Context: an optimization exercise on an open-source flow, tuned for small area and a short achievable clock period. The choices shown serve that exercise and are no tape-out recipe.
At most, simulation tests tie the RTL to the original design; equivalence was not proved.
For runs 4 and 6, only the layout was checked, not whether the RTL still works.
Power is estimated from default activity; no workload was simulated.

## flow/flow/run.sh

```bash
#!/bin/bash
# Standard ORFS layout with two changes: the port buffers are plain buffers
# instead of the delay cells buffer_ports picks on its own, and the clock tree
# uses smaller clock buffers and no dummy balancing loads.
set -euo pipefail
export BUFFER_PORTS_ARGS="-buffer_cell sky130_fd_sc_hd__buf_2"
export CTS_ARGS="-sink_clustering_enable -repair_clock_nets -dont_use_dummy_load -buf_list sky130_fd_sc_hd__clkbuf_8 -sink_clustering_size 30"
bash standard.sh > make.log 2>&1
```

## flow/standard.sh

```bash
#!/bin/bash
# synth_recipe.tcl (not shown) runs the flow's synth.tcl, then flattens the netlist and writes it again
# the make line also repeats each setting of config.mk as NAME=value (left out here)
make -C /OpenROAD-flow-scripts/flow DESIGN_CONFIG=/design/flow/config.mk WORK_HOME=/design/flow/orfs CLKGATE_MAP_FILE= SYNTH_SCRIPT=/design/flow/synth_recipe.tcl "${@:-finish}"
```

## flow/config.mk

```make
export PLATFORM = sky130hd
export DESIGN_NAME = scoreboard_ctrl
export DESIGN_NICKNAME = scoreboard_ctrl
export VERILOG_FILES = /design/flow/design.v
export SDC_FILE = /design/flow/constraint.sdc
export NUM_CORES = 4
export LEC_CHECK = 0
export CAP_MARGIN = 20
export CORE_MARGIN = 2
export CORE_UTILIZATION = 70
export SETUP_SLACK_MARGIN = 1.8
export SLEW_MARGIN = 20
```

## flow/constraint.sdc

```tcl
create_clock -name core_clock -period 4.5 [get_ports {clk}]
set_input_delay 0.9000 -clock core_clock [delete_from_list [all_inputs] [get_ports {clk}]]
set_output_delay 0.9000 -clock core_clock [all_outputs]
set_load 0.01 [all_outputs]
```

## flow/design.v

```verilog
package sb_pkg;
    typedef logic [31:0] inst_t;
    typedef logic [2:0]  fu_id_t;
    typedef logic [4:0]  reg_idx_t;
    typedef logic [4:0]  fu_op_t;
    localparam int num_fu = 4;
    localparam fu_id_t fu_none = 3'd0;
    localparam fu_id_t fu_alu  = 3'd1;
    localparam fu_id_t fu_mem  = 3'd2;
    localparam fu_id_t fu_mul  = 3'd3;
    localparam fu_id_t fu_div  = 3'd4;
    localparam fu_op_t alu_add   = 5'h01;
    localparam fu_op_t alu_sub   = 5'h02;
    localparam fu_op_t alu_and   = 5'h03;
    localparam fu_op_t alu_or    = 5'h04;
    localparam fu_op_t alu_xor   = 5'h05;
    localparam fu_op_t alu_sll   = 5'h06;
    localparam fu_op_t alu_srl   = 5'h07;
    localparam fu_op_t alu_slt   = 5'h08;
    localparam fu_op_t alu_sltu  = 5'h09;
    localparam fu_op_t alu_sra   = 5'h0a;
    localparam fu_op_t alu_imm   = 5'h10;
    localparam fu_op_t alu_lui   = 5'h1b;
    localparam fu_op_t alu_auipc = 5'h1c;
    localparam fu_op_t mem_lb  = 5'b0_000_0;
    localparam fu_op_t mem_lh  = 5'b0_001_0;
    localparam fu_op_t mem_lw  = 5'b0_010_0;
    localparam fu_op_t mem_lbu = 5'b0_100_0;
    localparam fu_op_t mem_lhu = 5'b0_101_0;
    localparam fu_op_t mem_sb  = 5'b0_000_1;
    localparam fu_op_t mem_sh  = 5'b0_001_1;
    localparam fu_op_t mem_sw  = 5'b0_010_1;
    localparam fu_op_t mul_mul    = 5'd0;
    localparam fu_op_t mul_mulh   = 5'd1;
    localparam fu_op_t mul_mulhsu = 5'd2;
    localparam fu_op_t mul_mulhu  = 5'd3;
    localparam fu_op_t div_div    = 5'd0;
    localparam fu_op_t div_divu   = 5'd1;
    localparam fu_op_t div_rem    = 5'd2;
    localparam fu_op_t div_remu   = 5'd3;
    localparam logic [6:0] opc_r     = 7'b0110011;
    localparam logic [6:0] opc_i     = 7'b0010011;
    localparam logic [6:0] opc_load  = 7'b0000011;
    localparam logic [6:0] opc_store = 7'b0100011;
    localparam logic [6:0] opc_lui   = 7'b0110111;
    localparam logic [6:0] opc_auipc = 7'b0010111;
    localparam logic [6:0] f7_base   = 7'h00;
    localparam logic [6:0] f7_muldiv = 7'h01;
    localparam logic [6:0] f7_alt    = 7'h20;
endpackage
module scoreboard_ctrl (
    input  logic                      clk,
    input  logic                      rst,
    input  sb_pkg::inst_t             inst,
    input  logic                      inst_valid,
    input  logic [sb_pkg::num_fu-1:0] fu_done,
    output logic                      issue_ack,
    output logic [sb_pkg::num_fu-1:0] ro_en,
    output sb_pkg::fu_op_t            ro_op,
    output sb_pkg::reg_idx_t          rs1_ctrl,
    output sb_pkg::reg_idx_t          rs2_ctrl,
    output logic                      reg_write,
    output sb_pkg::fu_id_t            wb_fu,
    output sb_pkg::reg_idx_t          rd_ctrl
);
    logic [4:1]      busy;     
    logic [4:1]      pre;      
    logic [4:1]      rdy1;     
    logic [4:1]      rdy2;
    logic [4:1]      done;     
    logic [4:1][4:0] dst;      
    logic [4:1][4:0] src1;
    logic [4:1][4:0] src2;
    logic [4:0]      op1;      
    logic [3:0]      op2;      
    logic [1:0]      op3;      
    logic [1:0]      op4;
    logic [6:0] opc;
    logic [2:0] f3;
    logic [6:0] f7;
    logic [4:0] rd, rs1, rs2;
    assign opc = inst[6:0];
    assign f3  = inst[14:12];
    assign f7  = inst[31:25];
    assign rd  = inst[11:7];
    assign rs1 = inst[19:15];
    assign rs2 = inst[24:20];
    logic is_r, is_i, is_ld, is_st, is_lui, is_auipc;
    assign is_r     = (opc == sb_pkg::opc_r);
    assign is_i     = (opc == sb_pkg::opc_i);
    assign is_ld    = (opc == sb_pkg::opc_load);
    assign is_st    = (opc == sb_pkg::opc_store);
    assign is_lui   = (opc == sb_pkg::opc_lui);
    assign is_auipc = (opc == sb_pkg::opc_auipc);
    logic f7_0, f7_20, f7_1;
    assign f7_0  = (f7 == sb_pkg::f7_base);
    assign f7_20 = (f7 == sb_pkg::f7_alt);
    assign f7_1  = (f7 == sb_pkg::f7_muldiv);
    logic [4:1] val;           
    assign val[1] = (is_r && (f7_0 || (f7_20 && (f3 == 3'h0 || f3 == 3'h5)))) ||
                    (is_i && (f3 == 3'h1 ? f7_0 : (f3 == 3'h5 ? (f7_0 || f7_20) : 1'b1))) ||
                    is_lui || is_auipc;
    assign val[2] = (is_ld && (f3 != 3'h3 && f3 != 3'h6 && f3 != 3'h7)) ||
                    (is_st && !f3[2] && f3 != 3'h3);
    assign val[3] = is_r && f7_1 && !f3[2];
    assign val[4] = is_r && f7_1 &&  f3[2];
    logic [4:0] alu_op;
    logic       alu_alt;
    assign alu_alt = inst[30] && (inst[5] || f3 == 3'h5);
    always_comb begin
        case (f3)
            3'h0:    alu_op = alu_alt ? sb_pkg::alu_sub : sb_pkg::alu_add;
            3'h1:    alu_op = sb_pkg::alu_sll;
            3'h2:    alu_op = sb_pkg::alu_slt;
            3'h3:    alu_op = sb_pkg::alu_sltu;
            3'h4:    alu_op = sb_pkg::alu_xor;
            3'h5:    alu_op = alu_alt ? sb_pkg::alu_sra : sb_pkg::alu_srl;
            3'h6:    alu_op = sb_pkg::alu_or;
            default: alu_op = sb_pkg::alu_and;
        endcase
        if (!inst[5]) alu_op = alu_op | sb_pkg::alu_imm;
        if (inst[2])  alu_op = inst[5] ? sb_pkg::alu_lui : sb_pkg::alu_auipc;
    end
    logic [4:1][4:0] n_dst, n_src1, n_src2;
    logic [4:1]      has_s1, has_s2, has_d;
    assign has_d  = {1'b1, 1'b1, !inst[5], 1'b1};
    assign has_s1 = {1'b1, 1'b1, 1'b1, !inst[2]};
    assign has_s2 = {1'b1, 1'b1, inst[5], inst[5] && !inst[2]};
    always_comb begin
        for (int u = 1; u <= 4; u++) begin
            n_dst[u]  = has_d[u]  ? rd  : 5'd0;
            n_src1[u] = has_s1[u] ? rs1 : 5'd0;
            n_src2[u] = has_s2[u] ? rs2 : 5'd0;
        end
    end
    logic [4:1] wake1, wake2;
    logic       rd_nz, rs1_nz, rs2_nz;
    assign rd_nz  = (rd  != 5'd0);
    assign rs1_nz = (rs1 != 5'd0);
    assign rs2_nz = (rs2 != 5'd0);
    logic [4:1] rs1_hit, rs2_hit, rd_hit;    
    logic [4:1] rd_s1, rd_s2;                
    always_comb begin
        for (int v = 1; v <= 4; v++) begin
            rs1_hit[v] = rs1_nz && (rs1 == dst[v]);
            rs2_hit[v] = rs2_nz && (rs2 == dst[v]);
            rd_hit[v]  = rd_nz  && (rd  == dst[v]);
            rd_s1[v]   = rd_nz  && (rd  == src1[v]);
            rd_s2[v]   = rd_nz  && (rd  == src2[v]);
        end
    end
    logic [4:1][4:1] eq1, eq2;
    always_ff @(posedge clk) begin
        for (int u = 1; u <= 4; u++)
            for (int v = 1; v <= 4; v++)
                if (u != v) begin
                    if (!busy[u]) begin
                        eq1[u][v] <= has_s1[u] && rs1_hit[v];
                        eq2[u][v] <= has_s2[u] && rs2_hit[v];
                    end else if (!busy[v]) begin
                        eq1[u][v] <= has_d[v] && rd_s1[u];
                        eq2[u][v] <= has_d[v] && rd_s2[u];
                    end
                end
    end
    logic [4:1] ro_req, rog, wbg, done_n, rdy1_n, rdy2_n, war_n, wb_req_n, wbg_n;
    logic [4:0] rd_n;
    assign ro_req = rdy1 & rdy2;
    assign rog = {ro_req[4] & ~|ro_req[3:1], ro_req[3] & ~|ro_req[2:1], ro_req[2] & ~ro_req[1], ro_req[1]};
    always_comb begin
        for (int u = 1; u <= 4; u++) begin
            done_n[u] = busy[u] && !wbg[u] && (done[u] || fu_done[u-1]);
            rdy1_n[u] = busy[u] && !rog[u] && !wbg[u] && (rdy1[u] || wake1[u]);
            rdy2_n[u] = busy[u] && !rog[u] && !wbg[u] && (rdy2[u] || wake2[u]);
        end
        for (int v = 1; v <= 4; v++) begin
            war_n[v] = 1'b0;
            for (int u = 1; u <= 4; u++)
                if (u != v && ((rdy1_n[u] && eq1[u][v]) || (rdy2_n[u] && eq2[u][v])))
                    war_n[v] = 1'b1;
        end
    end
    assign wb_req_n = done_n & ~war_n;
    assign wbg_n = {wb_req_n[4] & ~|wb_req_n[3:1], wb_req_n[3] & ~|wb_req_n[2:1],
                    wb_req_n[2] & ~wb_req_n[1], wb_req_n[1]};
    assign rd_n  = ({5{wbg_n[1]}} & dst[1]) | ({5{wbg_n[2]}} & dst[2]) |
                   ({5{wbg_n[3]}} & dst[3]) | ({5{wbg_n[4]}} & dst[4]);
    logic [4:0] rd_q;
    always_ff @(posedge clk or posedge rst) begin
        if (rst) wbg <= '0;
        else     wbg <= wbg_n;
    end
    always_ff @(posedge clk) rd_q <= rd_n;
    logic       waw, pend1, pend2, dec_valid, issue_en;
    logic [4:1] issue;
    assign waw   = |(busy & rd_hit);
    assign pend1 = |(busy & ~wbg & rs1_hit);
    assign pend2 = |(busy & ~wbg & rs2_hit);
    assign dec_valid = |val;
    always_comb begin
        for (int u = 1; u <= 4; u++)
            issue[u] = inst_valid && val[u] && !busy[u] && !(has_d[u] && waw);
    end
    assign issue_en = (inst_valid && !dec_valid) || (|issue);
    always_comb begin
        for (int u = 1; u <= 4; u++) begin
            wake1[u] = 1'b0;
            wake2[u] = 1'b0;
            for (int v = 1; v <= 4; v++)
                if (v != u) begin
                    if (wbg[v] && eq1[u][v]) wake1[u] = 1'b1;
                    if (wbg[v] && eq2[u][v]) wake2[u] = 1'b1;
                end
            wake1[u] = wake1[u] && pre[u];
            wake2[u] = wake2[u] && pre[u];
        end
    end
    always_ff @(posedge clk or posedge rst) begin
        if (rst) begin
            busy      <= '0;
            pre       <= '0;
            rdy1      <= '0;
            rdy2      <= '0;
            done      <= '0;
            issue_ack <= 1'b0;
        end else begin
            issue_ack <= issue_en;
            for (int u = 1; u <= 4; u++) begin
                if (busy[u]) begin
                    busy[u] <= !wbg[u];
                    pre[u]  <= pre[u] && !rog[u] && !wbg[u];
                    rdy1[u] <= !rog[u] && !wbg[u] && (rdy1[u] || wake1[u]);
                    rdy2[u] <= !rog[u] && !wbg[u] && (rdy2[u] || wake2[u]);
                    done[u] <= !wbg[u] && (done[u] || fu_done[u-1]);
                end else begin
                    busy[u] <= issue[u];
                    pre[u]  <= issue[u];
                    rdy1[u] <= issue[u] && !(has_s1[u] && pend1);
                    rdy2[u] <= issue[u] && !(has_s2[u] && pend2);
                    done[u] <= 1'b0;
                end
            end
        end
    end
    always_ff @(posedge clk) begin
        for (int u = 1; u <= 4; u++) begin
            if (!busy[u]) begin
                dst[u]  <= n_dst[u];
                src1[u] <= n_src1[u];
                src2[u] <= n_src2[u];
            end
        end
        if (!busy[1]) op1 <= alu_op;
        if (!busy[2]) op2 <= {f3, inst[5]};
        if (!busy[3]) op3 <= f3[1:0];
        if (!busy[4]) op4 <= f3[1:0];
    end
    assign ro_en     = rog;
    assign ro_op     = ({5{rog[1]}} & op1) | ({5{rog[2]}} & {1'b0, op2}) |
                       ({5{rog[3]}} & {3'b0, op3}) | ({5{rog[4]}} & {3'b0, op4});
    assign rs1_ctrl  = ({5{rog[1]}} & src1[1]) | ({5{rog[2]}} & src1[2]) |
                       ({5{rog[3]}} & src1[3]) | ({5{rog[4]}} & src1[4]);
    assign rs2_ctrl  = ({5{rog[1]}} & src2[1]) | ({5{rog[2]}} & src2[2]) |
                       ({5{rog[3]}} & src2[3]) | ({5{rog[4]}} & src2[4]);
    assign reg_write = |wbg;
    assign wb_fu     = {wbg[4], wbg[2] | wbg[3], wbg[1] | wbg[3]};
    assign rd_ctrl   = rd_q;
endmodule
```

==> results.json, run 1 <==
{
  "drt-wirelength-per-cell_um": 22.5,
  "track_usage": 0.366,
  "hold_violations": 0,
  "cts_tree": "built",
  "syn-num-nets": 655,
  "n_fill_cell": 629,
  "gp_congestion": 0.961,
  "yosys.area.top_type": "edfxtp_1",
  "synth_seq_area_share": 0.543,
  "worstSetupStartpointType": "flop",
  "wirelength_um": 18000,
  "synth_edf_count": 97,
  "worstPathCellList": "and2_4, buf_12, a222oi_1, nand2_1, buf_2",
  "mostFrequentLayoutCell": "edfxtp_1",
  "via_per_inst": 6.62,
  "synthArstFlopShare": 0.197,
  "htree_levels": 4,
  "end_kind": "primary output",
  "cp.required_ns": 3.60,
  "antenna_found_initial": 0,
  "grt_setup_unrepaired": "yes",
  "dp_hpwl_um": 12100,
  "synthFlopType": "edfxtp_1",
  "maxSlewViolCount": 0,
  "synth_cells": 616,
  "area_growth_pct": 10.9,
  "slew_headroom": 0.331,
  "max_freq_mhz": 366,
  "drv_cap": 0,
  "clk_path_buf_depth": 2,
  "netlist_area_um2": 6700,
  "clock_latency_ns": 0.44,
  "power.leakage_nw": 3.01,
  "grt_overflow": 0,
  "synth_top_area_frac": 0.435,
  "ir_drop_v": 0.000321,
  "hp-class": "reg2reg",
  "clk_pin_slew_worst_paths_ns": 0.06,
  "cp.arrival_ns": 1.83,
  "grt_max_degree": 27,
  "nets": 710,
  "dr_total_vias": 5286,
  "yosys_warnings": 1,
  "tns_ns": 0,
  "core_area_um2": 9280,
  "skew_ns": 0.0287,
  "grt_pass1_vias": 5079,
  "ios": 68,
  "grt_pass1_wl_um": 27800,
  "ys_seq_elements": 127,
  "diodes": 0,
  "power_density_nw_per_um2": 424,
  "cts_sinks": 127,
  "synth_cell_types": 59,
  "cts_buffers": 17,
  "die_y_um": 102,
  "crit_type": "reg2out",
  "worstMarginPinSlew_ns": 1.00,
  "port_buffers": 67,
  "die_area_um2": 10400,
  "fp.dieW_um": 102,
  "antenna_left": 0,
  "core.rowCount": 35,
  "min_period_ns": 2.73,
  "avgSynthCellArea_um2": 10.9,
  "drcViolationCount": 0,
  "crit_path_max_incr_delay_ns": 0.42,
  "finalPower_mw": 3.15,
  "drive_above_1_share": 0.181,
  "crit_fanout": 20,
  "clockRootBuffer": "clkbuf_8",
  "synth_area_leaders": "edfxtp_1, dfrtp_1, xor2_1",
  "reg2reg_slack_ns": 1.82,
  "start_util": 0.722,
  "layout_common_cells": "edfxtp_1, buf_2, nand2_1, xor2_1, xnor2_1",
  "status": "timing/DRC/antenna clean",
  "drtIter0Drc": 595,
  "worst_path_max_delay_cell": "dfrtp_1",
  "period_share": 0.607,
  "setup_viol": 0,
  "firstDrtPassIters": 6,
  "hold_ws_ns": 0.509
}
-- registers in the layout, indices dropped and copies added (netlist names) --
name	count
rd_q	5
rdy2	4
op1	5
eq1	12
src2	20
op3	2
issue_ack	1
pre	4
dst	20
op4	2
op2	4
done	4
busy	4
eq2	12
rdy1	4
wbg	4
src1	20
-- kinds of logic (layout without fill, tap and decap cells) --
| family | after synthesis | count (layout) | share of synthesized area |
|---|---|---|---|
| flops | 127 | 127 | 0.543 |
| compound gates | 116 | 116 | 0.128 |
| simple gates | 208 | 209 | 0.156 |
| mux | 1 | 1 | 0.00149 |
| buf+inv | 64 | 116 | 0.0398 |
| xor+xnor | 100 | 100 | 0.131 |
-- worst max-delay path: cells and delay by family, from the launching register on --
family,cells,cell delay [ns]
flops,1,0.42
simple gates,2,0.32
compound gates,1,0.33
buf+inv,2,0.32
-- what timing repair did --
action                                  4_1_cts  5_1_grt
resized for setup                            11       13
endpoints found under the setup margin       22       20
hold buffers                                  0        0
cloned                                        1        1
pin swaps                                     7        8
buffers inserted                              8        1
-- synth_stat cells (13+ instances only) --
| cell | number |
|---|---|
| clkbuf_1 | 31 |
| xnor2_1 | 36 |
| nor4_1 | 13 |
| a222oi_1 | 18 |
| o21ai_0 | 29 |
| edfxtp_1 | 97 |
| nor2_1 | 26 |
| xor2_1 | 64 |
| and2_1 | 16 |
| nor2b_1 | 13 |
| nand2_1 | 67 |
| inv_1 | 19 |
| nor3_1 | 19 |
| nand3_1 | 21 |
| dfrtp_1 | 25 |
-- layer usage --
layer | GRT usage | share of wire
met5 | 0 | 0
met4 | 0.139 | 0.035
met3 | 0.0848 | 0.12
met2 | 0.605 | 0.48
met1 | 0.475 | 0.37
-- final cells by class --
class	count	area (um^2)	area share
timing repair buffer	80	469	0.0632
inverter	19	71.3	0.00960
clock buffer	17	234	0.0315
multi-input combinational	426	2850	0.384
sequential	127	3640	0.490
tap	129	161	0.0217
-- through the flow --
step           area (um^2)  worst slack (ns)  std cells  utilization
6_report              7430              1.77        798        0.800
5_1_grt               7430              1.70        798        0.800
4_1_cts               7370              1.80        796        0.794
3_5_place_dp          7020              1.44        770        0.757
2_1_floorplan         6700              1.81        616            -
3_3_place_gp          7020              1.50        770        0.757
-- report_power, final --
group / internal (mW) / leakage, nW / switching, mW
sequential: 1.56 / 1.45 / 0.248
combinational: 0.247 / 1.44 / 0.402
clock: 0.331 / 0.122 / 0.361
total: 2.14 / 3.01 / 1.01
-- worst paths after layout --
| path | start | end | depth (start not counted) |
|---|---|---|---|
| worst max-delay path | rdy2[1] | rs2_ctrl[2] | 5 |
| worst min-delay path | done[4] | done[4] | 2 |
| worst max register to register | wbg[2] | rd_q[4] | 7 |
| worst min register to register | done[4] | done[4] | 2 |
| max in group asynchronous | rst | busy[4] | 2 |
| min in group asynchronous | rst | wbg[2] | 2 |
==> inputs of run 2 (changes only) <==
==> flow/flow/run.sh (replaced) <==
#!/bin/bash
# Standard ORFS layout with two changes: the port buffers are plain buffers
# instead of the delay cells buffer_ports picks on its own, and the clock tree
# uses smaller clock buffers and no dummy balancing loads.
set -euo pipefail
export BUFFER_PORTS_ARGS="-buffer_cell sky130_fd_sc_hd__buf_1"
export CTS_ARGS="-sink_clustering_enable -repair_clock_nets -dont_use_dummy_load -buf_list sky130_fd_sc_hd__clkbuf_4 -sink_clustering_size 30"
bash standard.sh > make.log 2>&1
--- a/flow/config.mk
+++ b/flow/config.mk
@@ -8,5 +8,5 @@
 export CAP_MARGIN = 20
 export CORE_MARGIN = 2
-export CORE_UTILIZATION = 70
-export SETUP_SLACK_MARGIN = 1.8
+export CORE_UTILIZATION = 65
+export SETUP_SLACK_MARGIN = 1.5
 export SLEW_MARGIN = 20
==> results.json, run 2 <==
{
  "cts_tree": "built",
  "synth_top_area_frac": 0.435,
  "finalPower_mw": 2.96,
  "worstSetupStartpointType": "flop",
  "clockRootBuffer": "clkbuf_4",
  "reg2reg_depth": 7,
  "mostFrequentLayoutCell": "edfxtp_1",
  "via_per_inst": 6.51,
  "reg.largest.list": "dst (20), src1 (20), src2 (20)",
  "synth_cell_types": 59,
  "period_share": 0.658,
  "yosysMostFrequentCell": "edfxtp_1",
  "drv_cap": 0,
  "power_density_nw_per_um2": 412,
  "grtUsageMet3": 0.0785,
  "die_area_um2": 11100,
  "crit_fanout": 16,
  "gr-usage-met1": 0.425,
  "setup_viol": 0,
  "cts_sinks": 127,
  "use_met2": 0.534,
  "nets": 709,
  "dpl_cell_area_um2": 6990,
  "synthArstFlopShare": 0.197,
  "gp_congestion": 0.921,
  "port_buffers": 67,
  "tns_ns": 0,
  "grt_overflow": 0,
  "cp.arrival_ns": 2.06,
  "synth_cells": 616,
  "n_fill_cell": 795,
  "synth_area_leaders": "edfxtp_1, dfrtp_1, xor2_1",
  "clock_latency_ns": 0.55,
  "firstDrtPassIters": 6,
  "min_period_ns": 2.96,
  "grt_busiest_layer": "met2",
  "cp.required_ns": 3.60,
  "ys_top_cells_by_count": "edfxtp_1, nand2_1, xor2_1",
  "area_growth_pct": 7.21,
  "postLayoutCellArea_um2": 7180,
  "yosys.area.top_type": "edfxtp_1",
  "syn-num-nets": 655,
  "clk_pin_slew_worst_paths_ns": 0.11,
  "cp_num_buf_inv": 1,
  "htree_levels": 4,
  "yosys_warnings": 1,
  "hold_violations": 0,
  "worstPathCellList": "a22oi_1, and4_4, nand2_1, nand2_1, buf_1",
  "antenna_found_initial": 1,
  "r2r-start": "wbg[1]",
  "netlist_area_um2": 6700,
  "fp.dieW_um": 106,
  "synth_seq_area_share": 0.543,
  "die_y_um": 106,
  "ios": 68,
  "slew_headroom": 0.340,
  "core.rowCount": 37,
  "fin_util": 0.705,
  "drt-wirelength-per-cell_um": 22.0,
  "worstMarginPinSlew_ns": 0.989,
  "maxSlewViolCount": 0,
  "start_util": 0.658,
  "grt_pass1_vias": 5155,
  "hp-class": "in2async",
  "skew_ns": 0.0294,
  "crit_path_max_incr_delay_ns": 0.45,
  "layout_common_cells": "edfxtp_1, nand2_1, buf_1",
  "synthFlopType": "edfxtp_1",
  "worst_path_max_delay_cell": "dfrtp_1",
  "core_area_um2": 10200,
  "wirelength_um": 17700,
  "holdBufCountCts": 0,
  "drcViolationCount": 0,
  "drive_above_1_share": 0.0659,
  "status": "timing/DRC/antenna clean",
  "crit_type": "reg2out",
  "cp_common_cell": "nand2_1",
  "ir_drop_v": 0.000274,
  "power.leakage_nw": 2.72,
  "avgSynthCellArea_um2": 10.9,
  "dp_hpwl_um": 12700,
  "cts_buffers": 17,
  "reg2reg_slack_ns": 1.71,
  "drtIter0Drc": 602,
  "end_kind": "primary output",
  "track_usage": 0.333,
  "grt_setup_unrepaired": "yes",
  "cpLargestDelayFamily": "simple AND/OR/NAND/NOR gates",
  "max_freq_mhz": 338,
  "grt_max_degree": 27,
  "dr_total_vias": 5243,
  "clk_path_buf_depth": 2,
  "grt_pass1_wl_um": 27500,
  "ys_seq_elements": 127,
  "synth_edf_count": 97,
  "antenna_left": 0,
  "worstReg2RegEnd": "rd_q[3]"
}
run 2: cell count changes in the layout (fill, tap and decap cells not counted), moves of 2 or more:
| cell | previous run | this run |
|---|---|---|
| buf_6 | 3 | 1 |
| clkbuf_4 | 0 | 17 |
| buf_1 | 0 | 67 |
| buf_2 | 67 | 0 |
| nand2_2 | 3 | 0 |
| buf_4 | 8 | 10 |
| nand2_1 | 64 | 67 |
| clkbuf_8 | 17 | 0 |
run 2: layout make-up:
type                       count  area (um^2)  share of cell area
sequential                   127         3640               0.507
multi-input combinational    426         2810               0.392
timing repair buffer          79          358              0.0498
tap                          136          170              0.0237
clock buffer                  17          128              0.0178
inverter                      19         71.3             0.00993
antenna                        1         2.50            0.000348
run 2: how the worst max path moves through the flow:
stage | endpoint | slack, ns | cells past startpoint | start
final | rs2_ctrl[2] | 1.54 | 5 | rdy2[1]
after global routing | rs2_ctrl[2] | 1.49 | 5 | rdy2[1]
after CTS | rs2_ctrl[2] | 1.55 | 5 | rdy2[1]
after detailed placement | rd_q[3] | 1.38 | 7 | rdy1[2]
after global placement | issue_ack | 1.43 | 9 | inst[11]
after floorplan | rdy2[2] | 1.81 | 7 | inst[7]
run 2: stage by stage:
stage                     instances  hold slack (ns)  setup slack, ns
after floorplan                 616            0.447             1.81
after global placement          782            0.495             1.43
after detailed placement        782            0.503             1.38
after CTS                       801            0.521             1.55
after global routing            805            0.434             1.49
final                           805            0.398             1.54
run 2: power breakdown:
| part | internal, mW | leakage (nW) | switching, mW |
|---|---|---|---|
| Sequential | 1.56 | 1.45 | 0.244 |
| Clock | 0.172 | 0.0782 | 0.340 |
| Combinational | 0.236 | 1.20 | 0.407 |
run 2: cell families after synthesis:
logic type             count (synthesis)  share of synthesized area
multiplexers                           1                    0.00149
AO/OA/AOI/OAI                        116                      0.128
AND/OR/NAND/NOR                      208                      0.156
buffers and inverters                 64                     0.0398
flip-flops                           127                      0.543
XOR/XNOR                             100                      0.131
run 2: what timing repair did:
item,4_1_cts,5_1_grt
endpoints found under the setup margin,22,7
gates cloned,1,0
gates resized for setup,6,3
pin swaps,1,3
setup buffers,1,3
run 2: routing by layer:
layer	share of wire	wire (um)
met1	0.38	6820
met2	0.48	8540
met3	0.088	1570
met4	0.045	790
met5	0	0
==> inputs of run 3 (changes only) <==
--- a/flow/config.mk
+++ b/flow/config.mk
@@ -9,4 +9,4 @@
 export CORE_MARGIN = 2
 export CORE_UTILIZATION = 65
-export SETUP_SLACK_MARGIN = 1.5
+export SETUP_SLACK_MARGIN = 1.8
 export SLEW_MARGIN = 20
==> results.json, run 3 <==
{
  "synth_area_leaders": "edfxtp_1, dfrtp_1, xor2_1",
  "synth_edf_count": 97,
  "drtIter0Drc": 564,
  "dpl_cell_area_um2": 6990,
  "synth_cells": 616,
  "clk_pin_slew_worst_paths_ns": 0.10,
  "grt_pass1_vias": 5282,
  "clockRootBuffer": "clkbuf_4",
  "grtUsageMet3": 0.0996,
  "drt-wirelength-per-cell_um": 22.7,
  "worstSetupStartpointType": "flop",
  "gr-usage-met1": 0.442,
  "cp.arrival_ns": 1.97,
  "gp_congestion": 0.921,
  "end_kind": "primary output",
  "power.leakage_nw": 2.89,
  "synth_top_area_frac": 0.435,
  "holdBufCountCts": 0,
  "track_usage": 0.352,
  "htree_levels": 4,
  "die_y_um": 106,
  "core.rowCount": 37,
  "drive_above_1_share": 0.137,
  "ios": 68,
  "skew_ns": 0.0255,
  "worstMarginPinSlew_ns": 1.02,
  "status": "timing/DRC/antenna clean",
  "worst_path_max_delay_cell": "dfrtp_2",
  "ys_seq_elements": 127,
  "nets": 729,
  "reg2reg_depth": 9,
  "synthArstFlopShare": 0.197,
  "maxSlewViolCount": 0,
  "mostFrequentLayoutCell": "edfxtp_1",
  "fp.dieW_um": 106,
  "yosys.area.top_type": "edfxtp_1",
  "antenna_left": 0,
  "clk_path_buf_depth": 2,
  "use_met2": 0.556,
  "grt_busiest_layer": "met2",
  "core_area_um2": 10200,
  "r2r-start": "rdy2[1]",
  "reg2reg_slack_ns": 1.73,
  "port_buffers": 67,
  "cts_sinks": 127,
  "area_growth_pct": 11.7,
  "synth_cell_types": 59,
  "max_freq_mhz": 349,
  "ir_drop_v": 0.000274,
  "grt_overflow": 0,
  "firstDrtPassIters": 8,
  "crit_path_max_incr_delay_ns": 0.43,
  "grt_pass1_wl_um": 28900,
  "hold_ws_ns": 0.228,
  "wirelength_um": 18800,
  "tns_ns": 0,
  "cp.required_ns": 3.60,
  "dr_total_vias": 5381,
  "cts_tree": "built",
  "worstReg2RegEnd": "rd_q[3]",
  "layout_common_cells": "edfxtp_1, nand2_1, xor2_1",
  "postLayoutCellArea_um2": 7490,
  "period_share": 0.637,
  "reg.largest.list": "dst (20), src1 (20), src2 (20)",
  "yosysMostFrequentCell": "edfxtp_1",
  "min_period_ns": 2.87,
  "grt_setup_unrepaired": "yes",
  "n_fill_cell": 741,
  "avgSynthCellArea_um2": 10.9,
  "setup_viol": 0,
  "crit_fanout": 7,
  "synth_seq_area_share": 0.543,
  "crit_type": "reg2out",
  "ys_top_cells_by_count": "edfxtp_1, nand2_1, xor2_1",
  "finalPower_mw": 2.99,
  "drv_cap": 0,
  "netlist_area_um2": 6700,
  "dp_hpwl_um": 12700,
  "syn-num-nets": 655,
  "synthFlopType": "edfxtp_1",
  "die_area_um2": 11100,
  "drcViolationCount": 0,
  "cts_buffers": 17,
  "clock_latency_ns": 0.55,
  "yosys_warnings": 1,
  "antenna_found_initial": 1,
  "worstPathCellList": "and2_4, nor2_4, buf_6, a222oi_1, nand2_1, buf_1",
  "grt_max_degree": 27,
  "fin_util": 0.735,
  "hp-class": "in2async",
  "power_density_nw_per_um2": 400,
  "via_per_inst": 6.52,
  "start_util": 0.658,
  "slew_headroom": 0.320,
  "hold_violations": 0
}
-- run 3: cell counts after synthesis --
Identical to the previous run, type by type.
-- run 3: kinds of logic after synthesis --
| kind of cell | Yosys count | share of synthesized area |
|---|---|---|
| AO/OA/AOI/OAI | 116 | 0.128 |
| XOR/XNOR | 100 | 0.131 |
| flip-flops | 127 | 0.543 |
| buffers and inverters | 64 | 0.0398 |
| AND/OR/NAND/NOR | 208 | 0.156 |
| multiplexers | 1 | 0.00149 |
-- run 3: area by class of cell --
class,instances,area (um^2),share of cell area
Multi-Input combinational cell,428,2900,0.387
Clock buffer,17,128,0.0170
Tap cell,136,170,0.0227
Timing Repair Buffer,97,568,0.0759
Sequential cell,127,3650,0.487
Inverter,19,71.3,0.00953
Antenna cell,1,2.50,0.000334
-- run 3: how the worst max path moves through the flow --
stage,start,to,slack [ns],cells after the start
after floorplan,inst[7],rdy2[2],1.81,7
after global placement,inst[11],issue_ack,1.43,9
after detailed placement,rdy1[2],rd_q[3],1.38,7
after CTS,rdy2[1],rs2_ctrl[3],1.64,6
after global routing,rdy2[1],rs2_ctrl[1],1.55,6
final,rdy2[1],rs2_ctrl[3],1.63,6
-- run 3: through the flow --
stage	std cells	setup slack, ns
after global placement	782	1.43
after floorplan	616	1.81
after CTS	818	1.64
after global routing	825	1.55
final	825	1.63
after detailed placement	782	1.38
-- run 3: critical path, delay by kind of cell (launching register included) --
kind | cells | cell delay (ns)
compound gates | 1 | 0.31
buf+inv | 2 | 0.29
flops | 1 | 0.43
simple gates | 3 | 0.39
-- run 3: where the power goes --
| group | switching, mW | internal, mW | total [mW] |
|---|---|---|---|
| Combinational | 0.422 | 0.257 | 0.679 |
| Clock | 0.336 | 0.172 | 0.507 |
| Sequential | 0.247 | 1.56 | 1.81 |
-- run 3: metal layers --
metal | share of wire | routed length, um
met1 | 0.38 | 7060
met3 | 0.097 | 1810
met4 | 0.043 | 805
met5 | 0 | 0
met2 | 0.48 | 9090
-- run 3: timing repair --
action / in CTS / in global routing
resized for setup: 22 / 36
hold endpoints to repair: 0 / 0
setup buffers: 15 / 5
pin swaps: 16 / 11
setup endpoints to repair: 27 / 28
cloned: 4 / 0
==> inputs of run 4 (changes only) <==
--- a/flow/design.v
+++ b/flow/design.v
@@ -165,5 +165,4 @@
     end
     logic [4:1] ro_req, rog, wbg, done_n, rdy1_n, rdy2_n, war_n, wb_req_n, wbg_n;
-    logic [4:0] rd_n;
     assign ro_req = rdy1 & rdy2;
     assign rog = {ro_req[4] & ~|ro_req[3:1], ro_req[3] & ~|ro_req[2:1], ro_req[2] & ~ro_req[1], ro_req[1]};
@@ -184,12 +183,8 @@
     assign wbg_n = {wb_req_n[4] & ~|wb_req_n[3:1], wb_req_n[3] & ~|wb_req_n[2:1],
                     wb_req_n[2] & ~wb_req_n[1], wb_req_n[1]};
-    assign rd_n  = ({5{wbg_n[1]}} & dst[1]) | ({5{wbg_n[2]}} & dst[2]) |
-                   ({5{wbg_n[3]}} & dst[3]) | ({5{wbg_n[4]}} & dst[4]);
-    logic [4:0] rd_q;
     always_ff @(posedge clk or posedge rst) begin
         if (rst) wbg <= '0;
         else     wbg <= wbg_n;
     end
-    always_ff @(posedge clk) rd_q <= rd_n;
     logic       waw, pend1, pend2, dec_valid, issue_en;
     logic [4:1] issue;
@@ -265,4 +260,5 @@
     assign reg_write = |wbg;
     assign wb_fu     = {wbg[4], wbg[2] | wbg[3], wbg[1] | wbg[3]};
-    assign rd_ctrl   = rd_q;
+    assign rd_ctrl   = ({5{wbg[1]}} & dst[1]) | ({5{wbg[2]}} & dst[2]) |
+                       ({5{wbg[3]}} & dst[3]) | ({5{wbg[4]}} & dst[4]);
 endmodule
==> flow/flow/run.sh (replaced) <==
#!/bin/bash
# Standard ORFS layout with two changes: the port buffers are plain buffers
# instead of the delay cells buffer_ports picks on its own, and the clock tree
# uses smaller clock buffers and no dummy balancing loads.
set -euo pipefail
export BUFFER_PORTS_ARGS="-buffer_cell sky130_fd_sc_hd__buf_2"
export CTS_ARGS="-sink_clustering_enable -repair_clock_nets -dont_use_dummy_load -buf_list sky130_fd_sc_hd__clkbuf_8 -sink_clustering_size 30"
bash standard.sh > make.log 2>&1
--- a/flow/config.mk
+++ b/flow/config.mk
@@ -8,5 +8,5 @@
 export CAP_MARGIN = 20
 export CORE_MARGIN = 2
-export CORE_UTILIZATION = 65
-export SETUP_SLACK_MARGIN = 1.8
+export CORE_UTILIZATION = 70
+export SETUP_SLACK_MARGIN = 1.5
 export SLEW_MARGIN = 20
==> results.json, run 4 <==
{
  "cts_buffers": 17,
  "end_kind": "primary output",
  "antenna_left": 0,
  "via_per_inst": 6.59,
  "status": "timing/DRC/antenna clean",
  "mostFrequentLayoutCell": "edfxtp_1",
  "track_usage": 0.349,
  "maxSlewViolCount": 0,
  "wirelength_um": 17100,
  "grt_max_degree": 29,
  "tns_ns": 0,
  "avgSynthCellArea_um2": 11.2,
  "max_freq_mhz": 351,
  "cts_sinks": 122,
  "crit_fanout": 14,
  "drive_above_1_share": 0.176,
  "die_y_um": 102,
  "synth_seq_area_share": 0.526,
  "crit_path_max_incr_delay_ns": 0.41,
  "clockRootBuffer": "clkbuf_8",
  "cp.required_ns": 3.60,
  "slew_headroom": 0.371,
  "hp-class": "reg2reg",
  "synth_edf_count": 97,
  "worstReg2RegEnd": "rdy2[2]",
  "ys_top_cells_by_count": "edfxtp_1, nand2_1, xnor2_1, xor2_1, o21ai_0",
  "clk_pin_slew_worst_paths_ns": 0.06,
  "grt_busiest_layer": "met2",
  "die_area_um2": 10400,
  "yosys.area.top_type": "edfxtp_1",
  "gr-usage-met1": 0.434,
  "worstMarginPinSlew_ns": 0.943,
  "nets": 684,
  "syn-num-nets": 638,
  "use_met2": 0.584,
  "grtUsageMet3": 0.0876,
  "period_share": 0.633,
  "layout_common_cells": "edfxtp_1, buf_2, nand2_1",
  "synth_area_leaders": "edfxtp_1, dfrtp_1, xnor2_1",
  "reg2reg_depth": 5,
  "ios": 68,
  "drt-wirelength-per-cell_um": 22.2,
  "area_growth_pct": 7.70,
  "power_density_nw_per_um2": 454,
  "dr_total_vias": 5090,
  "drv_cap": 0,
  "grt_pass1_vias": 5022,
  "critical_path.endpoint": "rs2_ctrl[2]",
  "yosys_warnings": 1,
  "reg.largest.list": "dst (20), src1 (20), src2 (20)",
  "core.rowCount": 35,
  "dpl_cell_area_um2": 6980,
  "cp.arrival_ns": 1.95,
  "worst_path_max_delay_cell": "dfrtp_1",
  "power.leakage_nw": 2.82,
  "r2r-start": "busy[3]",
  "cp-startpoint": "rdy2[2]",
  "ir_drop_v": 0.000302,
  "clk_path_buf_depth": 2,
  "antenna_found_initial": 0,
  "drcViolationCount": 0,
  "dp_hpwl_um": 12100,
  "netlist_area_um2": 6720,
  "ys_seq_elements": 122,
  "crit_type": "reg2out",
  "synth_cell_types": 63,
  "hold_violations": 0,
  "setup_viol": 0,
  "synth_top_area_frac": 0.433,
  "n_fill_cell": 635,
  "synthFlopType": "edfxtp_1",
  "worstSetupStartpointType": "flop",
  "worstPathCellList": "a22oi_1, and2_4, a222oi_1, nand2_1, buf_2",
  "yosysMostFrequentCell": "edfxtp_1",
  "holdBufCountCts": 0,
  "postLayoutCellArea_um2": 7240,
  "gp_congestion": 0.958,
  "grt_pass1_wl_um": 26600,
  "fp.dieW_um": 102,
  "grt_setup_unrepaired": "no",
  "synth_cells": 599,
  "synthArstFlopShare": 0.205,
  "diodes": 0,
  "grt_overflow": 0,
  "port_buffers": 67,
  "firstDrtPassIters": 8,
  "skew_ns": 0.0242,
  "start_util": 0.724,
  "clock_latency_ns": 0.43,
  "htree_levels": 4,
  "drtIter0Drc": 452,
  "core_area_um2": 9280,
  "min_period_ns": 2.85,
  "reg2reg_slack_ns": 2.01,
  "cts_tree": "built"
}
-- run 4: changes by cell type after synthesis, moves of 6 or more --
cell      previous run  this run
clkbuf_1            31        13
nor3_1              19         4
xnor2_1             36        50
xor2_1              64        50
buf_2                5        16
a22oi_1              5        13
nand2_1             67        60
o21ba_2              0         7
a211oi_1             7         1
nand4_1              8         2
nor2_1              26        20
or4_1                0         6
-- run 4: power breakdown --
part           total (mW)  internal, mW  switching, mW
Combinational       0.719         0.281          0.438
Clock               0.696         0.331          0.366
Sequential           1.87          1.56          0.311
-- run 4: stage by stage --
stage                     cells  total power, mW  utilization  hold slack (ns)  setup slack [ns]
after detailed placement    754             2.59        0.751            0.469              1.32
after floorplan             599             2.31            -            0.446              2.02
final                       772             3.29        0.780            0.476              1.65
after global routing        772             3.43        0.780            0.551              1.56
after CTS                   772             3.27        0.780            0.484              1.54
after global placement      754             2.56        0.751            0.468              1.46
-- run 4: logic make-up (layout without fill, tap and decap cells) --
logic type                after synthesis  in the layout  synth area share
and+or+nand+nor                       196            196             0.159
DFF                                   122            122             0.526
AOI/OAI and AO/OA                     122            122             0.137
muxes                                   1              1           0.00149
xor gates and xnor gates              100            100             0.130
buffers and inverters                  58            102            0.0460
-- run 4: layer usage --
metal	wire length, um	up-vias
met5	0	-
met4	494	0
met3	1580	45
met2	8590	333
met1	6480	2418
li1	-	2294
-- run 4: cell type report --
class / count / area [um^2] / area share
Sequential cell: 122 / 3540 / 0.489
Multi-Input combinational cell: 419 / 2890 / 0.399
Inverter: 17 / 63.8 / 0.00881
Tap cell: 129 / 161 / 0.0223
Timing Repair Buffer: 68 / 355 / 0.0491
Clock buffer: 17 / 234 / 0.0323
-- run 4: what timing repair did --
item,4_1_cts,5_1_grt
gates resized for setup,5,2
hold endpoints to repair,0,0
setup endpoints to repair,16,12
pin swaps,1,0
setup buffers,1,0
-- run 4: worst max-delay path: cells and delay by family (launching register included) --
kind,cells,cell delay (ns)
flip-flops,1,0.41
AO/OA/AOI/OAI,2,0.51
buffers and inverters,1,0.13
AND/OR/NAND/NOR,2,0.46
-- run 4: how the worst min path moves through the flow --
stage	startpoint	end	slack, ns	cells after the start
5_1_grt	done[1]	done[1]	0.55	2
3_5_place_dp	done[1]	done[1]	0.47	2
3_3_place_gp	pre[3]	pre[3]	0.47	2
4_1_cts	done[1]	done[1]	0.48	2
2_1_floorplan	done[1]	done[1]	0.45	2
6_report	done[1]	done[1]	0.48	2
==> inputs of run 5 (changes only) <==
--- a/flow/design.v
+++ b/flow/design.v
@@ -165,4 +165,5 @@
     end
     logic [4:1] ro_req, rog, wbg, done_n, rdy1_n, rdy2_n, war_n, wb_req_n, wbg_n;
+    logic [4:0] rd_n;
     assign ro_req = rdy1 & rdy2;
     assign rog = {ro_req[4] & ~|ro_req[3:1], ro_req[3] & ~|ro_req[2:1], ro_req[2] & ~ro_req[1], ro_req[1]};
@@ -183,8 +184,12 @@
     assign wbg_n = {wb_req_n[4] & ~|wb_req_n[3:1], wb_req_n[3] & ~|wb_req_n[2:1],
                     wb_req_n[2] & ~wb_req_n[1], wb_req_n[1]};
+    assign rd_n  = ({5{wbg_n[1]}} & dst[1]) | ({5{wbg_n[2]}} & dst[2]) |
+                   ({5{wbg_n[3]}} & dst[3]) | ({5{wbg_n[4]}} & dst[4]);
+    logic [4:0] rd_q;
     always_ff @(posedge clk or posedge rst) begin
         if (rst) wbg <= '0;
         else     wbg <= wbg_n;
     end
+    always_ff @(posedge clk) rd_q <= rd_n;
     logic       waw, pend1, pend2, dec_valid, issue_en;
     logic [4:1] issue;
@@ -260,5 +265,4 @@
     assign reg_write = |wbg;
     assign wb_fu     = {wbg[4], wbg[2] | wbg[3], wbg[1] | wbg[3]};
-    assign rd_ctrl   = ({5{wbg[1]}} & dst[1]) | ({5{wbg[2]}} & dst[2]) |
-                       ({5{wbg[3]}} & dst[3]) | ({5{wbg[4]}} & dst[4]);
+    assign rd_ctrl   = rd_q;
 endmodule
==> flow/flow/run.sh (replaced) <==
#!/bin/bash
# Standard ORFS layout with these changes:
#  - synthesis is the standard flow's own script, except that ABC maps with the ORFS speed
#    script minus its final buffering and gate sizing (flow/abc_map.script);
#    the resizer in the later steps sizes the gates against the real timing;
#  - the port buffers are plain buffers instead of the delay cells buffer_ports
#    picks on its own;
#  - the clock tree uses smaller clock buffers and no dummy balancing loads.
set -euo pipefail
here=$(pwd)
{
  echo 'proc abc {args} {'
  echo '  set i [lsearch $args -script]'
  echo "  if {\$i >= 0} { lset args [expr {\$i+1}] $here/flow/abc_map.script }"
  echo '  yosys abc {*}$args'
  echo '}'
  cat synth_recipe.tcl
} > flow/synth_abc.tcl
export BUFFER_PORTS_ARGS="-buffer_cell sky130_fd_sc_hd__buf_2"
export CTS_ARGS="-sink_clustering_enable -repair_clock_nets -dont_use_dummy_load -buf_list sky130_fd_sc_hd__clkbuf_8 -sink_clustering_size 30"
bash standard.sh SYNTH_SCRIPT="$here/flow/synth_abc.tcl" finish > make.log 2>&1
==> flow/flow/abc_map.script (new file) <==
&get -n
&st
&dch
&nf
&st
&syn2
&if -g -K 6
&synch2
&nf
&st
&syn2
&if -g -K 6
&synch2
&nf
&st
&syn2
&if -g -K 6
&synch2
&nf
&st
&syn2
&if -g -K 6
&synch2
&nf
&st
&syn2
&if -g -K 6
&synch2
&nf
&put
==> flow/flow/synth_abc.tcl (new file) <==
proc abc {args} {
  set i [lsearch $args -script]
  if {$i >= 0} { lset args [expr {$i+1}] /design/flow/flow/abc_map.script }
  yosys abc {*}$args
}
proc synth {args} { yosys synth -nofsm -noshare {*}$args }
source $::env(SCRIPTS_DIR)/synth.tcl
# left out here: clear keep_hierarchy, flatten, clean up, hide names made inside functions, write 1_2_yosys.v
==> results.json, run 5 <==
{
  "htree_levels": 4,
  "drcViolationCount": 0,
  "ys_top_cells_by_count": "edfxtp_1, nand2_1, xor2_1",
  "crit_fanout": 16,
  "fin_util": 0.793,
  "worstSetupStartpointType": "flop",
  "end_kind": "primary output",
  "netlist_area_um2": 6480,
  "core.rowCount": 35,
  "fp.dieW_um": 100,
  "wirelength_um": 17900,
  "min_period_ns": 2.89,
  "dp_cells": 753,
  "clk_pin_slew_worst_paths_ns": 0.05,
  "ir_drop_v": 0.000296,
  "ios": 68,
  "final_cells": 770,
  "antenna_left": 0,
  "synth_seq_area_share": 0.561,
  "grt_overflow": 0,
  "area_growth_pct": 11.4,
  "hp-class": "reg2reg",
  "yosysMostFrequentCell": "edfxtp_1",
  "clock_latency_ns": 0.44,
  "crit_type": "reg2out",
  "grt_pass1_vias": 5176,
  "status": "timing/DRC/antenna clean",
  "syn-num-nets": 611,
  "yosys_warnings": 1,
  "grt_max_degree": 26,
  "synth_edf_count": 97,
  "via_per_inst": 6.85,
  "synth_area_leaders": "edfxtp_1, dfrtp_1, xor2_1",
  "mostFrequentLayoutCell": "edfxtp_1",
  "tns_ns": 0,
  "layout_common_cells": "edfxtp_1, nand2_1, buf_2",
  "port_buffers": 67,
  "cp.arrival_ns": 1.99,
  "hold_violations": 0,
  "max_freq_mhz": 346,
  "worstMarginPinSlew_ns": 0.948,
  "die_area_um2": 10000,
  "antenna_found_initial": 0,
  "start_util": 0.712,
  "slew_headroom": 0.364,
  "drive_above_1_share": 0.140,
  "drt-wirelength-per-cell_um": 23.2,
  "gp_congestion": 0.969,
  "cts_sinks": 127,
  "avgSynthCellArea_um2": 11.3,
  "track_usage": 0.371,
  "grt_pass1_wl_um": 27700,
  "core_area_um2": 9110,
  "clockRootBuffer": "clkbuf_8",
  "cp.required_ns": 3.60,
  "drtIter0Drc": 645,
  "yosys.area.top_type": "edfxtp_1",
  "drv_cap": 0,
  "hold_ws_ns": 0.506,
  "holdBufCountCts": 0,
  "finalPower_mw": 3.16,
  "power_density_nw_per_um2": 437,
  "grt_setup_unrepaired": "yes",
  "cts_buffers": 17,
  "setup_viol": 0,
  "clk_path_buf_depth": 2,
  "reg.largest.list": "dst (20), src1 (20), src2 (20)",
  "synthArstFlopShare": 0.197,
  "nets": 700,
  "skew_ns": 0.0297,
  "ys_seq_elements": 127,
  "maxSlewViolCount": 0,
  "synthFlopType": "edfxtp_1",
  "diodes": 0,
  "die_y_um": 100,
  "power.leakage_nw": 2.87,
  "cts_tree": "built",
  "dr_total_vias": 5277,
  "dp_hpwl_um": 12400,
  "firstDrtPassIters": 6,
  "synth_cells": 572,
  "period_share": 0.643,
  "synth_top_area_frac": 0.449,
  "synth_cell_types": 49
}
## run 5: cell types whose count changed after synthesis, moves of 7 or more
cell | before | now
clkinv_1 | 0 | 19
inv_1 | 17 | 0
buf_2 | 16 | 0
nor3_1 | 4 | 20
and2_1 | 15 | 0
and2_0 | 2 | 16
xnor2_1 | 50 | 36
xor2_1 | 50 | 64
clkbuf_1 | 13 | 0
a22oi_1 | 13 | 5
nand2_1 | 60 | 67
o21ba_2 | 7 | 0
## run 5: metrics by stage
stage | area, um^2 | setup WS (ns)
5_1_grt | 7230 | 1.48
4_1_cts | 7220 | 1.47
3_3_place_gp | 6980 | 1.50
6_report | 7230 | 1.61
3_5_place_dp | 6980 | 1.44
2_1_floorplan | 6480 | 1.69
## run 5: layout make-up
| type | instances | area (um^2) |
|---|---|---|
| Multi-Input combinational cell | 425 | 2780 |
| Fill cell | 573 | 1880 |
| Tap cell | 111 | 139 |
| Sequential cell | 127 | 3640 |
| Clock buffer | 17 | 234 |
| Timing Repair Buffer | 71 | 365 |
| Inverter | 19 | 71.3 |
## run 5: repair_timing
| item | 4_1_cts | 5_1_grt |
|---|---|---|
| gates resized for setup | 3 | 4 |
| setup endpoints to repair | 13 | 16 |
| buffers inserted | 0 | 0 |
## run 5: final timing paths
path / to / from / cells past startpoint / slack, ns
worst max-delay path: rs1_ctrl[3] / rdy1[2] / 5 / 1.61
worst min-delay path: done[4] / done[4] / 2 / 0.51
worst max register to register: rd_q[3] / rdy1[2] / 7 / 1.67
worst min register to register: done[4] / done[4] / 2 / 0.51
max in group asynchronous: pre[4] / rst / 2 / 3.47
min in group asynchronous: pre[2] / rst / 2 / 0.58
## run 5: logic make-up after synthesis
logic type	after synthesis	synth area share
DFF	127	0.561
xor gates and xnor gates	100	0.135
AOI/OAI and AO/OA	116	0.131
muxes	1	0.00154
buffers and inverters	20	0.0122
and+or+nand+nor	208	0.159
## run 5: report_power, final
group | leakage (nW) | switching, mW | internal (mW)
Clock | 0.122 | 0.369 | 0.331
Combinational | 1.30 | 0.412 | 0.240
Sequential | 1.45 | 0.243 | 1.56
## run 5: critical path, cell delays in order, from the launching register on
cell and delay (ns):
dfrtp_1 0.41, a22oi_1 0.22, and4_2 0.57, nand2_1 0.14, nand2_1 0.11, buf_2 0.13
## run 5: metal layers
metal | track usage | vias up | share of wire
met5 | 0 | - | 0
met4 | 0.158 | 0 | 0.031
met3 | 0.0675 | 54 | 0.12
met2 | 0.603 | 397 | 0.48
met1 | 0.496 | 2505 | 0.37
li1 | - | 2321 | -
==> inputs of run 6 (changes only) <==
--- a/flow/design.v
+++ b/flow/design.v
@@ -164,8 +164,6 @@
                 end
     end
-    logic [4:1] ro_req, rog, wbg, done_n, rdy1_n, rdy2_n, war_n, wb_req_n, wbg_n;
+    logic [4:1] rog, wbg, done_n, rdy1_n, rdy2_n, war_n, wb_req_n, wbg_n;
     logic [4:0] rd_n;
-    assign ro_req = rdy1 & rdy2;
-    assign rog = {ro_req[4] & ~|ro_req[3:1], ro_req[3] & ~|ro_req[2:1], ro_req[2] & ~ro_req[1], ro_req[1]};
     always_comb begin
         for (int u = 1; u <= 4; u++) begin
@@ -203,4 +201,40 @@
     end
     assign issue_en = (inst_valid && !dec_valid) || (|issue);
+    logic [4:1] req_n, rog_n;
+    logic [4:0] op_n, rs1_n, rs2_n, op_q, rs1_q, rs2_q;
+    logic [4:1][4:0] src1_d, src2_d;
+    logic [4:1][4:0] op_d;
+    always_comb begin
+        for (int u = 1; u <= 4; u++) begin
+            req_n[u]  = busy[u] ? (rdy1_n[u] && rdy2_n[u])
+                                : (issue[u] && !(has_s1[u] && pend1) && !(has_s2[u] && pend2));
+            src1_d[u] = busy[u] ? src1[u] : n_src1[u];
+            src2_d[u] = busy[u] ? src2[u] : n_src2[u];
+        end
+        op_d[1] = busy[1] ? op1 : alu_op;
+        op_d[2] = {1'b0, busy[2] ? op2 : {f3, inst[5]}};
+        op_d[3] = {3'b0, busy[3] ? op3 : f3[1:0]};
+        op_d[4] = {3'b0, busy[4] ? op4 : f3[1:0]};
+    end
+    assign rog_n = {req_n[4] & ~|req_n[3:1], req_n[3] & ~|req_n[2:1], req_n[2] & ~req_n[1], req_n[1]};
+    always_comb begin
+        op_n  = '0;
+        rs1_n = '0;
+        rs2_n = '0;
+        for (int u = 1; u <= 4; u++) begin
+            op_n  = op_n  | ({5{rog_n[u]}} & op_d[u]);
+            rs1_n = rs1_n | ({5{rog_n[u]}} & src1_d[u]);
+            rs2_n = rs2_n | ({5{rog_n[u]}} & src2_d[u]);
+        end
+    end
+    always_ff @(posedge clk or posedge rst) begin
+        if (rst) rog <= '0;
+        else     rog <= rog_n;
+    end
+    always_ff @(posedge clk) begin
+        op_q  <= op_n;
+        rs1_q <= rs1_n;
+        rs2_q <= rs2_n;
+    end
     always_comb begin
         for (int u = 1; u <= 4; u++) begin
@@ -257,10 +291,7 @@
     end
     assign ro_en     = rog;
-    assign ro_op     = ({5{rog[1]}} & op1) | ({5{rog[2]}} & {1'b0, op2}) |
-                       ({5{rog[3]}} & {3'b0, op3}) | ({5{rog[4]}} & {3'b0, op4});
-    assign rs1_ctrl  = ({5{rog[1]}} & src1[1]) | ({5{rog[2]}} & src1[2]) |
-                       ({5{rog[3]}} & src1[3]) | ({5{rog[4]}} & src1[4]);
-    assign rs2_ctrl  = ({5{rog[1]}} & src2[1]) | ({5{rog[2]}} & src2[2]) |
-                       ({5{rog[3]}} & src2[3]) | ({5{rog[4]}} & src2[4]);
+    assign ro_op     = op_q;
+    assign rs1_ctrl  = rs1_q;
+    assign rs2_ctrl  = rs2_q;
     assign reg_write = |wbg;
     assign wb_fu     = {wbg[4], wbg[2] | wbg[3], wbg[1] | wbg[3]};
==> flow/flow/run.sh (replaced) <==
#!/bin/bash
# Standard ORFS layout, with the port buffers made from plain buffers
# instead of the delay cells buffer_ports picks on its own.
set -euo pipefail
export BUFFER_PORTS_ARGS="-buffer_cell sky130_fd_sc_hd__buf_2"
bash standard.sh > make.log 2>&1
--- a/flow/config.mk
+++ b/flow/config.mk
@@ -8,5 +8,5 @@
 export CAP_MARGIN = 20
 export CORE_MARGIN = 2
-export CORE_UTILIZATION = 70
+export CORE_UTILIZATION = 40
 export SETUP_SLACK_MARGIN = 1.5
 export SLEW_MARGIN = 20
removed: flow/flow/abc_map.script
removed: flow/flow/synth_abc.tcl
==> results.json, run 6 <==
{
  "status": "timing/DRC/antenna clean",
  "antenna_found_initial": 0,
  "die_y_um": 140,
  "worst_path_max_delay_cell": "or4_4",
  "mostFrequentLayoutCell": "dfxtp_1",
  "start_util": 0.412,
  "gp_congestion": 0.955,
  "drv_cap": 0,
  "core_area_um2": 18100,
  "cp.required_ns": 4.85,
  "core.rowCount": 49,
  "yosysMostFrequentCell": "dfxtp_1",
  "synth_top_area_frac": 0.196,
  "maxSlewViolCount": 0,
  "max_freq_mhz": 331,
  "track_usage": 0.242,
  "ys_seq_elements": 146,
  "crit_path_max_incr_delay_ns": 0.52,
  "clk_pin_slew_worst_paths_ns": 0.06,
  "slew_headroom": 0.550,
  "cts_tree": "built",
  "crit_fanout": 9,
  "finalPower_mw": 4.67,
  "r2r-start": "busy[1]",
  "grt_max_degree": 30,
  "hold_violations": 0,
  "cts_sinks": 146,
  "clk_path_buf_depth": 2,
  "reg2reg_slack_ns": 1.57,
  "cp-startpoint": "inst[15]",
  "crit_type": "in2reg",
  "worstPathCellList": "buf_2, or4_4, nor2_4, nor4b_4, nor3_4, or3b_4, o21ai_4, clkbuf_16, a311oi_1, o22ai_1",
  "drt-wirelength-per-cell_um": 22.8,
  "die_area_um2": 19700,
  "skew_ns": 0.0112,
  "area_growth_pct": 19.6,
  "drtIter0Drc": 863,
  "wirelength_um": 23900,
  "syn-num-nets": 788,
  "fin_util": 0.492,
  "min_period_ns": 3.02,
  "diodes": 0,
  "worstSetupStartpointType": "input pin",
  "drcViolationCount": 0,
  "antenna_left": 0,
  "reg2reg_depth": 10,
  "power_density_nw_per_um2": 524,
  "setup_viol": 0,
  "power.leakage_nw": 3.62,
  "tns_ns": 0,
  "clock_latency_ns": 0.43,
  "clockRootBuffer": "clkbuf_16",
  "grt_pass1_vias": 6136,
  "worstReg2RegEnd": "rs1_q[4]",
  "synthFlopType": "dfxtp_1",
  "dpl_cell_area_um2": 7890,
  "synth_cell_types": 60,
  "reg.largest.list": "dst (20), src1 (20), src2 (20)",
  "dp_hpwl_um": 17500,
  "ir_drop_v": 0.000289,
  "htree_levels": 4,
  "yosys_warnings": 1,
  "postLayoutCellArea_um2": 8900,
  "period_share": 0.671,
  "synth_edf_count": 44,
  "hp-class": "reg2reg",
  "synth_cells": 749,
  "synth_area_leaders": "dfxtp_1, edfxtp_1, dfrtp_1",
  "firstDrtPassIters": 6,
  "cp.arrival_ns": 3.37,
  "synthArstFlopShare": 0.199,
  "worstMarginPinSlew_ns": 0.674,
  "synth_seq_area_share": 0.471,
  "holdBufCountCts": 0,
  "end_kind": "flop",
  "drive_above_1_share": 0.229,
  "ys_top_cells_by_count": "dfxtp_1, xnor2_1, nand2_1",
  "port_buffers": 67,
  "nets": 847,
  "via_per_inst": 5.93,
  "ios": 68,
  "critical_path.endpoint": "rs1_q[0]",
  "grt_pass1_wl_um": 36100,
  "hold_ws_ns": 0.453,
  "netlist_area_um2": 7450,
  "avgSynthCellArea_um2": 9.94,
  "cts_buffers": 17,
  "layout_common_cells": "dfxtp_1, xnor2_1, nand2_1",
  "grt_overflow": 0,
  "fp.dieW_um": 140,
  "dr_total_vias": 6231,
  "yosys.area.top_type": "dfxtp_1",
  "grt_setup_unrepaired": "yes"
}
==> run 6: cell count changes after synthesis, moves of 24 or more <==
cell,previous run,this run
dfxtp_1,5,73
edfxtp_1,97,44
xor2_1,64,37
mux2_2,0,28
inv_1,0,24
nor2_1,26,51
xnor2_1,36,64
==> run 6: power by group <==
part / total [mW] / switching [mW] / internal [mW]
Combinational: 1.19 / 0.702 / 0.487
Sequential: 2.00 / 0.320 / 1.68
Clock: 1.48 / 0.546 / 0.935
==> run 6: how the worst min path moves through the flow <==
stage                start  endpoint  slack, ns  cells after the start
floorplan           op1[4]    op1[4]       0.42                      1
global placement    op1[4]    op1[4]       0.43                      1
detailed placement  op1[4]    op1[4]       0.44                      1
CTS                 op1[4]    op1[4]       0.45                      1
global route        op1[3]    op1[3]       0.48                      2
finish              op1[4]    op1[4]       0.45                      1
==> run 6: logic make-up after synthesis <==
logic type / Yosys count / synth area share
multiplexers: 28 / 0.0423
flip-flops: 146 / 0.471
buffers and inverters: 81 / 0.0506
AND/OR/NAND/NOR: 239 / 0.165
AO/OA/AOI/OAI: 154 / 0.152
XOR/XNOR: 101 / 0.119
==> run 6: stage by stage <==
| step | cells | setup slack [ns] |
|---|---|---|
| floorplan | 749 | 1.37 |
| global placement | 1000 | 0.356 |
| detailed placement | 1000 | 0.148 |
| CTS | 1036 | 1.50 |
| global route | 1050 | 1.42 |
| finish | 1050 | 1.48 |
==> run 6: worst max-delay path: cells and delay by family <==
family	cells	cell delay, ns
buf+inv	2	0.38
compound gates	3	0.53
simple gates	5	1.55
==> run 6: per-layer routing <==
metal | GRT usage | up-vias | routed length, um
met1 | 0.321 | 3039 | 10000
met5 | 0 | - | 0
met3 | 0.0503 | 62 | 1810
met4 | 0.0936 | 0 | 805
li1 | - | 2809 | -
met2 | 0.390 | 321 | 11300
==> run 6: area by class of cell <==
class / instances / area [um^2]
timing repair buffer: 95 / 651
tap: 229 / 287
fill: 1638 / 9180
multi-input combinational: 522 / 3740
sequential: 146 / 3510
inverter: 26 / 100
clock inverter: 8 / 124
clock buffer: 24 / 493
==> run 6: timing repair <==
item	in CTS	in global routing
setup endpoints to repair	28	18
gates resized for setup	24	29
setup buffers	4	13
gates cloned	0	1
pin swaps	5	9

-- what the ideal ports hide --
In the flow no input, the clock included, has a driving cell. The finished layouts below were timed again as built, in two steps.
Step 1 assumes that a clkbuf_16 drives the clock port and a buf_2 every other input.
Step 2 adds t to the input delays and takes it off the output delays; t is the mean of the earliest and latest rising clock arrival at the registers after step 1. Input paths then give back, and output paths get back, about the clock's delay inside the block.
Three values: ideal ports, drivers, drivers and shift; two values: the first two.
run	t, ns	setup WS [ns]	cell pins on the clock port's net
run 1	0.463	1.768 / 1.731 / 1.521	1
run 2	0.574	1.538 / 1.498 / 1.276	1
run 3	0.574	1.632 / 1.595 / 1.347	1
run 4	0.457	1.651 / 1.614 / 1.465	1
run 5	0.456	1.607 / 1.572 / 1.370	1
run 6	0.470	1.481 / 1.500 / 1.030	1
After both steps every run listed still meets setup and hold. The setup slack of run 6, which loses most, moves by +0.019 ns with the drivers and by -0.451 ns with both steps.
